What follows belongs to an exercise in optimizing a design on an open flow for small area, a short achievable clock period and few clock cycles per item; a production flow would make more cautious choices.
At most, simulation tests tie the RTL to the original design; equivalence was not proved.

// precompute_pipe
module precompute_pipe (
  input  logic    clk,
  input  logic    rst,
  input  logic    in_pass,
  input  logic [3:0]  in_op,
  input  logic [2:0]  in_ra0,
  input  logic [2:0]  in_ra1,
  input  logic [2:0]  in_wa,
  input  logic [15:0] in_imm,
  input  logic    hold,
  output logic    in_accept,
  output logic    out_vld,
  output logic [2:0]  out_wa,
  output logic [31:0] out_wdata
);
clock: 4.5 ns
lec_check: 0
cap_margin: 20
core_margin: 2
core_utilization: 60
cts_cluster_diameter: 100
cts_cluster_size: 30
place_density: 0.75
setup_slack_margin: 3.0
slew_margin: 20
run.sh (not shown) runs the stock make flow with config.mk's settings and CLKGATE_MAP_FILE= SYNTH_SCRIPT=/design/flow/synth_recipe.tcl, a recipe that flattens the netlist after the stock synthesis.
The starting point finished clean.
Testbench counts at the start, summed over its fixed seeds: cycles 12,080, items 12,000.
Rerun with:
SETUP_SLACK_MARGIN = 2.5   (was 3.0)
Setup slack improves by 0.044 ns; clock-buffer cell count fell by 3; wire length fell by 19%; global-route usage went down by 3.7 points; final area goes down by 11%.
Rerun with:
SETUP_SLACK_MARGIN = 2.0   (was 2.5)
Outcome: Die area is unchanged. Final area is lower by a few percent. Non-clock buffer count is lower by 78. Cell count is lower by a few percent.
Rerun with:
SETUP_SLACK_MARGIN = 2.4   (was 2.0)
The changed run finished clean. Wire length increases by 1.9%. Register-to-register slack gains 0.32 ns. Final area rose by 1.5%. Worst setup slack improves by 0.40 ns.
Rerun with:
SETUP_SLACK_MARGIN = 2.7   (was 2.4)
Outcome: The new run passed the timing, DRC and antenna checks; synthesized cell count is unchanged; maximum frequency barely changes; design area goes up by 7.2%; die area stays the same; sequential share of layout area goes down by 3.9 points; sequential cell count stays the same; first-iteration DRC count goes up by 21%; hold slack got worse by 0.0054 ns; cell count goes up by 4.5%.
Rerun with:
ABC_AREA = 1   (was not set)
SETUP_SLACK_MARGIN = 2.4   (was 2.7)
Result: The new run ran to the end with no violations. Final cell count went up by 30%. Fmax came out lower by 3.4%. Global-route usage rises by 1.2 points. Design area went down by 4.4%.


lagoon:
Starting RTL as in the previous note.
==> flow/config.mk <==
export PLATFORM = sky130hd
export DESIGN_NAME = precompute_pipe
export DESIGN_NICKNAME = precompute_pipe
export VERILOG_FILES = /design/flow/design.v
export SDC_FILE = /design/flow/constraint.sdc
export NUM_CORES = 4
export LEC_CHECK = 0
export CAP_MARGIN = 20
export CORE_MARGIN = 2
export CORE_UTILIZATION = 70
export CTS_CLUSTER_DIAMETER = 100
export CTS_CLUSTER_SIZE = 30
export PLACE_DENSITY = 0.8
export SETUP_SLACK_MARGIN = 2.4
export SLEW_MARGIN = 20
==> flow/constraint.sdc <==
create_clock -name core_clock -period 4.5 [get_ports {clk}]
set_input_delay 0.9000 -clock core_clock [delete_from_list [all_inputs] [get_ports {clk}]]
set_output_delay 0.9000 -clock core_clock [all_outputs]
set_load 0.01 [all_outputs]
lagoon finished all stages; the layout is clean.
Testbench counts of lagoon, summed over its fixed seeds: cycles 12,080, items 12,000.
The following lists how onyx was set up differently from lagoon:
- PLACE_DENSITY changed from 0.8 to 0.75
- TNS_END_PERCENT newly set to 20
- CORE_UTILIZATION changed from 70 to 60
Results
- Comparing lagoon against onyx, there is no change at all in post-synth net total.
- Changes observed in onyx relative to lagoon: number of resized instances in the post-cts repair step fell by 98; multi-input gate area in the final layout fell by 51 sq um; hold slack fell by 0.0074 ns.
- Diff lagoon and onyx: detailed-placement wirelength estimate lower in onyx
- On share of layout cells above drive strength 1: between lagoon and onyx, it ends up lower for onyx.
- Cmp onyx vs lagoon: count of standard-cell rows higher in onyx
- The post-layout instance area on lagoon is in line with that on onyx.
Relative to onyx, the following input files were edited for quartz:
- changing PLACE_DENSITY from 0.75 to 0.65
- removing TNS_END_PERCENT (formerly 20)
- changing CORE_UTILIZATION from 60 to 50
Results
onyx → quartz: routed wire length shows an increase of about 2.8%, die area shows an increase of about 20%, clock-buffer cell count shows no meaningful change, final routed wire length divided by cell count shows a reduction of 0.67 um. quartz has completed all stages; timing, DRC and antenna checks passed. quartz against onyx; number of global-route vias before repair is down slightly. From onyx to quartz the numbers moved as follows: maximum frequency up 5.6%; setup skew after layout level.


== before ==
Another version of the RTL of precompute_pipe (not shown whole).
For scale: about 2100 cells after synthesis, roughly 830 flip-flops, ~70 I/O pins, ~35000 µm² of cells after synthesis.
## precompute_pipe
module precompute_pipe (
  input  logic    clk,
  input  logic    rst,
  input  logic    in_pass,
  input  logic [3:0]  in_op,
  input  logic [2:0]  in_ra0,
  input  logic [2:0]  in_ra1,
  input  logic [2:0]  in_wa,
  input  logic [15:0] in_imm,
  input  logic    hold,
  output logic    in_accept,
  output logic    out_vld,
  output logic [2:0]  out_wa,
  output logic [31:0] out_wdata
);
  logic [19:0] in_enc;
  logic        h_vld;
  logic [19:0] h_enc;
  logic        h_adv;
  issue_stage i_issue_stage (
    .in_op  (pipe_pkg::opcode_t'(in_op)),
    .in_ra0 (in_ra0),
    .in_ra1 (in_ra1),
    .in_wa  (in_wa),
    .in_imm (in_imm),
    .enc    (in_enc)
  );
  inst_queue #(.DEPTH(15 - 8)) i_inst_queue (
    .clk       (clk),
    .rst       (rst),
    .in_pass   (in_pass),
    .in_enc    (in_enc),
    .h_adv     (h_adv),
    .in_accept (in_accept),
    .h_vld     (h_vld),
    .h_enc     (h_enc)
  );
  exec_unit i_exec_unit (
    .clk       (clk),
    .rst       (rst),
    .hold      (hold),
    .h_vld     (h_vld),
    .h_enc     (h_enc),
    .h_adv     (h_adv),
    .out_vld   (out_vld),
    .out_wa    (out_wa),
    .out_wdata (out_wdata)
  );
endmodule
Settings: LEC_CHECK=0, CAP_MARGIN=20, CORE_MARGIN=2, CORE_UTILIZATION=60, CTS_CLUSTER_DIAMETER=100, CTS_CLUSTER_SIZE=30, PLACE_DENSITY=0.75, SETUP_SLACK_MARGIN=1.8, SLEW_MARGIN=20; clock period 4.5 ns.
Testbench counts of before, summed over its fixed seeds: cycles 12,080, items 12,000.
The following lists how after was set up differently from before:
- SETUP_SLACK_MARGIN: 1.8 -> 2.0
- PLACE_DENSITY: 0.75 -> 0.85
- CORE_UTILIZATION: 60 -> 75
==> comparison <==
- after: PASS, flow complete, no timing, DRC or antenna violations
- Compared with before, in after critical path depth went up, upper clock frequency limit went up, top fanout value on the critical path went up, sequential share of cell area went down, relative slew slack went down.
- Taking before as the reference, in after tap cell instance count decreased 21%, final clock period utilization by the worst path decreased 0.30 points, horizontal die dimension decreased 10%, worst setup slack after layout increased 14 ps.


run 1:
Another version of the RTL of precompute_pipe (not shown whole).
Size: ~1700 cells after synthesis, about 640 flip-flops.
==> flow/config.mk <==
export PLATFORM = sky130hd
export DESIGN_NAME = precompute_pipe
export DESIGN_NICKNAME = precompute_pipe
export VERILOG_FILES = /design/flow/design.v
export SDC_FILE = /design/flow/constraint.sdc
export NUM_CORES = 4
export LEC_CHECK = 0
export CAP_MARGIN = 20
export CORE_MARGIN = 2
export CORE_UTILIZATION = 40
export PLACE_DENSITY = 0.6
export SETUP_SLACK_MARGIN = 1.5
export SLEW_MARGIN = 20
==> flow/constraint.sdc <==
create_clock -name core_clock -period 4.5 [get_ports {clk}]
set_input_delay 0.9000 -clock core_clock [delete_from_list [all_inputs] [get_ports {clk}]]
set_output_delay 0.9000 -clock core_clock [all_outputs]
set_load 0.01 [all_outputs]
Testbench counts of run 1, summed over its fixed seeds: cycles 12,016, items 12,000.
Modified inputs, run 2 compared to run 1
Settings: SETUP_SLACK_MARGIN removed (was 1.5).
Notes after the runs:
Changes observed in run 2 relative to run 1: remaining max-slew budget at the tightest pin went up by 2.0 points.
From run 1 to run 2 the numbers moved as follows: global-route met3 utilization lost 0.16 points; non-clock buffer total of the final layout lost about 30%.


== 02-11 ==
Another version of the RTL of precompute_pipe (not shown whole).
Size: about 870 flip-flops, roughly 70 I/O pins, ~0.037 mm2 of cells after synthesis.
// precompute_pipe
module precompute_pipe (
  input  logic    clk,
  input  logic    rst,
  input  logic    in_pass,
  input  logic [3:0]  in_op,
  input  logic [2:0]  in_ra0,
  input  logic [2:0]  in_ra1,
  input  logic [2:0]  in_wa,
  input  logic [15:0] in_imm,
  input  logic    hold,
  output logic    in_accept,
  output logic    out_vld,
  output logic [2:0]  out_wa,
  output logic [31:0] out_wdata
);
export LEC_CHECK = 0
export CAP_MARGIN = 20
export CORE_MARGIN = 2
export CORE_UTILIZATION = 60
export CTS_CLUSTER_DIAMETER = 100
export CTS_CLUSTER_SIZE = 30
export PLACE_DENSITY = 0.75
export SETUP_SLACK_MARGIN = 2.5
export SLEW_MARGIN = 20
create_clock -name core_clock -period 4.5 [get_ports {clk}]
Inputs modified between 02-11 and 04-13:
Settings: SETUP_SLACK_MARGIN changed from 2.5 to 2.0.
### Flow results
- Summary — sequential share of layout area, 04-13 relative to 02-11: higher, by 5.3 points.
- Relative to 02-11, delay of the slowest critical-path stage has gone down in 04-13.
- For 02-11, the kind of critical path was register to register, unlike 04-13, where it was primary input to register.
- Between 02-11 and 04-13, the flow reports global-route wire length before repair decreasing by a few percent.
- Going from 02-11 to 04-13, fraction of met2 tracks used by global routing shrinks by 2.1 points.
- Measured against each other, 02-11 and 04-13 differ in final cell count, the lower figure coming from 04-13.
No run of this note included a check of the RTL's function; only the layout flow was run.


v23:
The RTL this note starts from:
==> flow/design.v <==
`timescale 1ns/100ps
package pipe_pkg;
  typedef logic [32-1:0] word_t;
  typedef logic [3-1:0]  reg_t;
  typedef logic [16-1:0]  imm_t;
  typedef enum logic [3:0] {
    OP_AND  = 4'd0,
    OP_NOT  = 4'd1,
    OP_OR   = 4'd2,
    OP_XOR  = 4'd3,
    OP_ADD  = 4'd4,
    OP_SUB  = 4'd5,
    OP_MOV0 = 4'd6,
    OP_MOV1 = 4'd7,
    OP_MOVI = 4'd8
  } opcode_t;
  typedef enum logic {
    FWD_RF = 1'b0,
    FWD_S3 = 1'b1
  } fwd_sel_t;
endpackage
`timescale 1ns/100ps
module inst_queue #(
  parameter int DEPTH = 14
) (
  input  logic        clk,
  input  logic        rst,
  input  logic        in_pass,
  input  logic [19:0] in_enc,
  input  logic        h_adv,
  output logic        in_accept,
  output logic        h_vld,
  output logic [19:0] h_enc
);
  logic [19:0] mem [DEPTH];
  logic [3:0]  wr_ptr;
  logic [3:0]  rd_ptr;
  logic [3:0]  cnt;
  logic        full_r;
  logic        empty_r;
  logic push;
  logic h_free;
  logic buf_wr;
  logic buf_rd;
  logic [3:0] cnt_nxt;
  assign push   = in_pass & ~full_r;
  assign h_free = ~h_vld | h_adv;
  assign buf_rd = h_free & ~empty_r;
  assign buf_wr = push & ~(h_free & empty_r);
  always_comb begin
    cnt_nxt = cnt;
    if (buf_wr & ~buf_rd) cnt_nxt = cnt + 4'd1;
    else if (buf_rd & ~buf_wr) cnt_nxt = cnt - 4'd1;
  end
  always_ff @(posedge clk) begin
    if (rst) begin
      wr_ptr  <= '0;
      rd_ptr  <= '0;
      cnt     <= '0;
      full_r  <= 1'b0;
      empty_r <= 1'b1;
      h_vld   <= 1'b0;
    end else begin
      if (buf_wr) wr_ptr <= (wr_ptr == 4'(DEPTH - 1)) ? 4'd0 : wr_ptr + 4'd1;
      if (buf_rd) rd_ptr <= (rd_ptr == 4'(DEPTH - 1)) ? 4'd0 : rd_ptr + 4'd1;
      cnt     <= cnt_nxt;
      full_r  <= (cnt_nxt == 4'(DEPTH));
      empty_r <= (cnt_nxt == 4'd0);
      if (h_free) h_vld <= ~empty_r | push;
    end
  end
  always_ff @(posedge clk) begin
    if (!full_r) mem[wr_ptr] <= in_enc;
  end
  always_ff @(posedge clk) begin
    if (h_free) h_enc <= empty_r ? in_enc : mem[rd_ptr];
  end
  assign in_accept = ~full_r;
endmodule
`timescale 1ns/100ps
module reg_file (
  input  logic  clk,
  input  pipe_pkg::reg_t  ra0,
  input  pipe_pkg::reg_t  ra1,
  input  logic  wen,
  input  pipe_pkg::reg_t  wa,
  input  pipe_pkg::word_t wdata,
  output pipe_pkg::word_t rdata0,
  output pipe_pkg::word_t rdata1
);
  localparam int N_REGS = 1 << 3;
  pipe_pkg::word_t mem [N_REGS];
  always_ff @(posedge clk) begin
    if (wen) begin
      mem[wa] <= wdata;
    end
  end
  assign rdata0 = mem[ra0];
  assign rdata1 = mem[ra1];
endmodule
`timescale 1ns/100ps
module issue_stage (
  input  pipe_pkg::opcode_t in_op,
  input  pipe_pkg::reg_t    in_ra0,
  input  pipe_pkg::reg_t    in_ra1,
  input  pipe_pkg::reg_t    in_wa,
  input  pipe_pkg::imm_t    in_imm,
  output logic [19:0]       enc
);
  logic       movi;
  logic       arith;
  logic       sub;
  logic [3:0] lut;
  always_comb begin
    movi  = 1'b0;
    arith = 1'b0;
    sub   = 1'b0;
    case (in_op)
      pipe_pkg::OP_AND:  lut = 4'b1000;
      pipe_pkg::OP_NOT:  lut = 4'b0011;
      pipe_pkg::OP_OR:   lut = 4'b1110;
      pipe_pkg::OP_XOR:  lut = 4'b0110;
      pipe_pkg::OP_ADD:  begin lut = 4'b0000; arith = 1'b1; end
      pipe_pkg::OP_SUB:  begin lut = 4'b0000; arith = 1'b1; sub = 1'b1; end
      pipe_pkg::OP_MOV0: lut = 4'b1100;
      pipe_pkg::OP_MOV1: lut = 4'b1010;
      pipe_pkg::OP_MOVI: begin lut = 4'b0000; movi = 1'b1; end
      default:           lut = 4'b1100;
    endcase
  end
  assign enc = {in_wa, movi,
                movi ? in_imm : {4'b0000, lut, arith, sub, in_ra1, in_ra0}};
endmodule
`timescale 1ns/100ps
module exec_unit (
  input  logic            clk,
  input  logic            rst,
  input  logic            hold,
  input  logic            h_vld,
  input  logic [19:0]     h_enc,
  input  pipe_pkg::word_t rdata0,
  input  pipe_pkg::word_t rdata1,
  output logic            h_adv,
  output logic            wen,
  output pipe_pkg::reg_t  wa,
  output pipe_pkg::word_t wdata,
  output logic            out_vld,
  output pipe_pkg::reg_t  out_wa,
  output pipe_pkg::word_t out_wdata
);
  logic        h_movi;
  logic [15:0] h_pl;
  pipe_pkg::reg_t h_ra0;
  pipe_pkg::reg_t h_ra1;
  logic        e_vld;
  pipe_pkg::reg_t e_wa;
  logic [3:0]  e_lut;
  logic        e_arith;
  logic        e_sub;
  logic        e_fwd0;
  logic        e_fwd1;
  pipe_pkg::word_t e_opa;
  pipe_pkg::word_t e_opb;
  logic        exec;
  pipe_pkg::word_t opa;
  pipe_pkg::word_t opb;
  logic [32:0] sum;
  pipe_pkg::word_t lres;
  pipe_pkg::word_t res;
  assign h_movi = h_enc[16];
  assign h_pl   = h_enc[15:0];
  assign h_ra0  = h_pl[2:0];
  assign h_ra1  = h_pl[5:3];
  assign exec   = e_vld & ~hold;
  assign h_adv  = ~e_vld | ~hold;
  always_ff @(posedge clk) begin
    if (rst) e_vld <= 1'b0;
    else if (h_adv) e_vld <= h_vld;
  end
  always_ff @(posedge clk) begin
    if (h_adv) begin
      e_wa    <= h_enc[19:17];
      e_lut   <= h_movi ? 4'b1010 : h_pl[11:8];
      e_arith <= ~h_movi & h_pl[7];
      e_sub   <= h_pl[6];
      e_fwd0  <= exec && (e_wa == h_ra0);
      e_fwd1  <= exec && (e_wa == h_ra1) && !h_movi;
      e_opa   <= rdata0;
      e_opb   <= h_movi ? pipe_pkg::word_t'(h_pl) : rdata1;
    end
  end
  assign opa = e_fwd0 ? out_wdata : e_opa;
  assign opb = e_fwd1 ? out_wdata : e_opb;
  assign sum = {opa, 1'b1} + {opb ^ {32{e_sub}}, e_sub};
  always_comb begin
    for (int i = 0; i < 32; i++) begin
      lres[i] = e_lut[{opa[i], opb[i]}];
    end
  end
  assign res = e_arith ? sum[32:1] : lres;
  assign wen   = exec;
  assign wa    = e_wa;
  assign wdata = res;
  always_ff @(posedge clk) begin
    if (rst) out_vld <= 1'b0;
    else     out_vld <= exec;
  end
  always_ff @(posedge clk) begin
    if (exec) begin
      out_wa    <= e_wa;
      out_wdata <= res;
    end
  end
endmodule
`timescale 1ns/100ps
module precompute_pipe (
  input  logic    clk,
  input  logic    rst,
  input  logic    in_pass,
  input  logic [3:0]  in_op,
  input  logic [2:0]  in_ra0,
  input  logic [2:0]  in_ra1,
  input  logic [2:0]  in_wa,
  input  logic [15:0] in_imm,
  input  logic    hold,
  output logic    in_accept,
  output logic    out_vld,
  output logic [2:0]  out_wa,
  output logic [31:0] out_wdata
);
  logic [19:0] in_enc;
  logic        h_vld;
  logic [19:0] h_enc;
  logic        h_adv;
  logic        wen;
  pipe_pkg::reg_t  wa;
  pipe_pkg::word_t wdata;
  pipe_pkg::word_t rdata0;
  pipe_pkg::word_t rdata1;
  issue_stage i_issue_stage (
    .in_op  (pipe_pkg::opcode_t'(in_op)),
    .in_ra0 (in_ra0),
    .in_ra1 (in_ra1),
    .in_wa  (in_wa),
    .in_imm (in_imm),
    .enc    (in_enc)
  );
  inst_queue i_inst_queue (
    .clk       (clk),
    .rst       (rst),
    .in_pass   (in_pass),
    .in_enc    (in_enc),
    .h_adv    (h_adv),
    .in_accept (in_accept),
    .h_vld     (h_vld),
    .h_enc     (h_enc)
  );
  reg_file i_reg_file (
    .clk    (clk),
    .ra0    (h_enc[2:0]),
    .ra1    (h_enc[5:3]),
    .wen    (wen),
    .wa     (wa),
    .wdata  (wdata),
    .rdata0 (rdata0),
    .rdata1 (rdata1)
  );
  exec_unit i_exec_unit (
    .clk       (clk),
    .rst       (rst),
    .hold      (hold),
    .h_vld     (h_vld),
    .h_enc     (h_enc),
    .rdata0    (rdata0),
    .rdata1    (rdata1),
    .h_adv    (h_adv),
    .wen       (wen),
    .wa        (wa),
    .wdata     (wdata),
    .out_vld   (out_vld),
    .out_wa    (out_wa),
    .out_wdata (out_wdata)
  );
endmodule
Settings: LEC_CHECK=0, CAP_MARGIN=20, CORE_MARGIN=2, CORE_UTILIZATION=40, CTS_BUF_LIST=sky130_fd_sc_hd__clkbuf_4 sky130_fd_sc_hd__clkbuf_8, PLACE_DENSITY=0.6, SETUP_SLACK_MARGIN=2.0, SLEW_MARGIN=20; clock period 4.5 ns.
For v12, these inputs were changed with respect to v23:
- CORE_UTILIZATION: 40 -> 60
- PLACE_DENSITY: 0.6 -> 0.75
- CTS_BUF_LIST: sky130_fd_sc_hd__clkbuf_4 sky130_fd_sc_hd__clkbuf_8 -> unset
### Flow results
v12 completed; timing, DRC and antenna clean
v12 -> v23: combined flip-flop and latch cell area flat
Looking at setup slack across both flows, v12 is the weaker of the two, with v23 ahead.
Comparing v12 and v23, the higher number of antenna repair diodes is on v23.
### v12 -> v59
- a change of CORE_UTILIZATION from 60 to 40
- a change of SETUP_SLACK_MARGIN from 2.0 to 2.5
- a change of PLACE_DENSITY from 0.75 to 0.6
- an added ABC_CLOCK_PERIOD_IN_PS of 2000
[summary]
Number of enable-type register cells in the synthesized netlist: v59 vs v12 identical. Looking at share of the final layout cell area in multi-input gates, v59 sits 2.0 points lower than v12 does. Die area for v59 is higher than for v12. Between v59 and v12, global-route usage is lower for v59, v12 comes in above that. On v59: required time of the critical path is 0.12 ns lower than what v12 gave. v59 ran to completion and came out clean on the timing, DRC and antenna checks. Where first-pass GRT wire length is concerned, v12 is better than v59. Per the comparison of v59 with v12, area taken by multi-input logic gates level, worst slew margin relative to its limit higher.
Input changes introduced in v26 (baseline for comparison: v59):
- ABC_CLOCK_PERIOD_IN_PS removed (was 2000)
- SETUP_SLACK_MARGIN changed from 2.5 to 2.0
Results
- Of v26 and v59, it is v26 that has the higher maximum number of pins on one net before global-route repair.
- Diff v59 -> v26: worst hold slack after final layout went down 0.0032 ns; length of routed wiring on met1 now smaller; flip-flop and latch share of the layout cell area went up 2.2 points; number of buffers and inverters on the critical path saw a decrease.
- Comparing v59 against v26, there is no change at all in total global routing overflow.
- Area taken by multi-input logic gates shrinks slightly when moving from v59 to v26.
No run of this note included a check of the RTL's function; only the layout flow was run.

[what the ideal ports hide]
The results above use ideal ports. As a check the final layouts listed here were re-extracted and re-timed, cells and wires unchanged.
Step 1 (the two cells are an assumption about what drives the block):
set clk [get_ports {clk}]
set_driving_cell -lib_cell sky130_fd_sc_hd__clkbuf_16 $clk
set_driving_cell -lib_cell sky130_fd_sc_hd__buf_2 [delete_from_list [all_inputs] $clk]
Step 2 moves the port delays by t, midway between the first and last clock arrival at a register: inputs arrive t later, outputs are due t later. That takes back most of the time a late clock gives input paths.
Three values: ideal, step 1, step 2; two values: the first two.
| run | t, ns | setup slack, ns | worst setup path at the end |
|---|---|---|---|
| the first run of note 1 | 0.663 | 2.395 / 2.351 / 1.829 | input to register |
| the second run of note 1 | 0.662 | 2.439 / 2.382 / 1.886 | input to register |
| the third run of note 1 | 0.664 | 2.039 / 1.990 / 1.407 | input to register |
| the fourth run of note 1 | 0.659 | 2.435 / 2.375 / 1.790 | input to register |
| the fifth run of note 1 | 0.663 | 2.430 / 2.376 / 1.853 | input to register |
| the sixth run of note 1 | 0.662 | 2.356 / 2.356 / 1.828 | input to register |
| lagoon | 0.659 | 2.352 / 2.352 / 1.815 | input to register |
| onyx | 0.663 | 2.285 / 2.265 / 1.811 | input to register |
| quartz | 0.667 | 2.402 / 2.339 / 1.801 | input to register |
| before | 0.690 | 1.882 / 1.822 / 1.218 | input to register |
| after | 0.689 | 1.895 / 1.895 / 1.286 | input to register |
| run 1 | 0.674 | 0.468 / 0.468 / 0.468 | register to register |
| run 2 | 0.677 | 0.118 / 0.118 / 0.118 | register to register |
| 02-11 | 0.657 | 2.153 / 2.153 / 1.508 | input to register |
| 04-13 | 0.661 | 2.005 / 1.992 / 1.384 | input to register |
| v23 | 0.788 | 0.926 / 0.926 / 0.926 | register to register |
| v12 | 0.671 | 0.912 / 0.912 / 0.912 | register to register |
| v59 | 0.692 | 0.905 / 0.905 / 0.905 | register to register |
| v26 | 0.695 | 0.875 / 0.875 / 0.875 | register to register |
After both steps setup and hold are still met in every run listed. The setup slack of before, which loses most, moves by -0.060 ns with the drivers and by -0.664 ns with both steps.
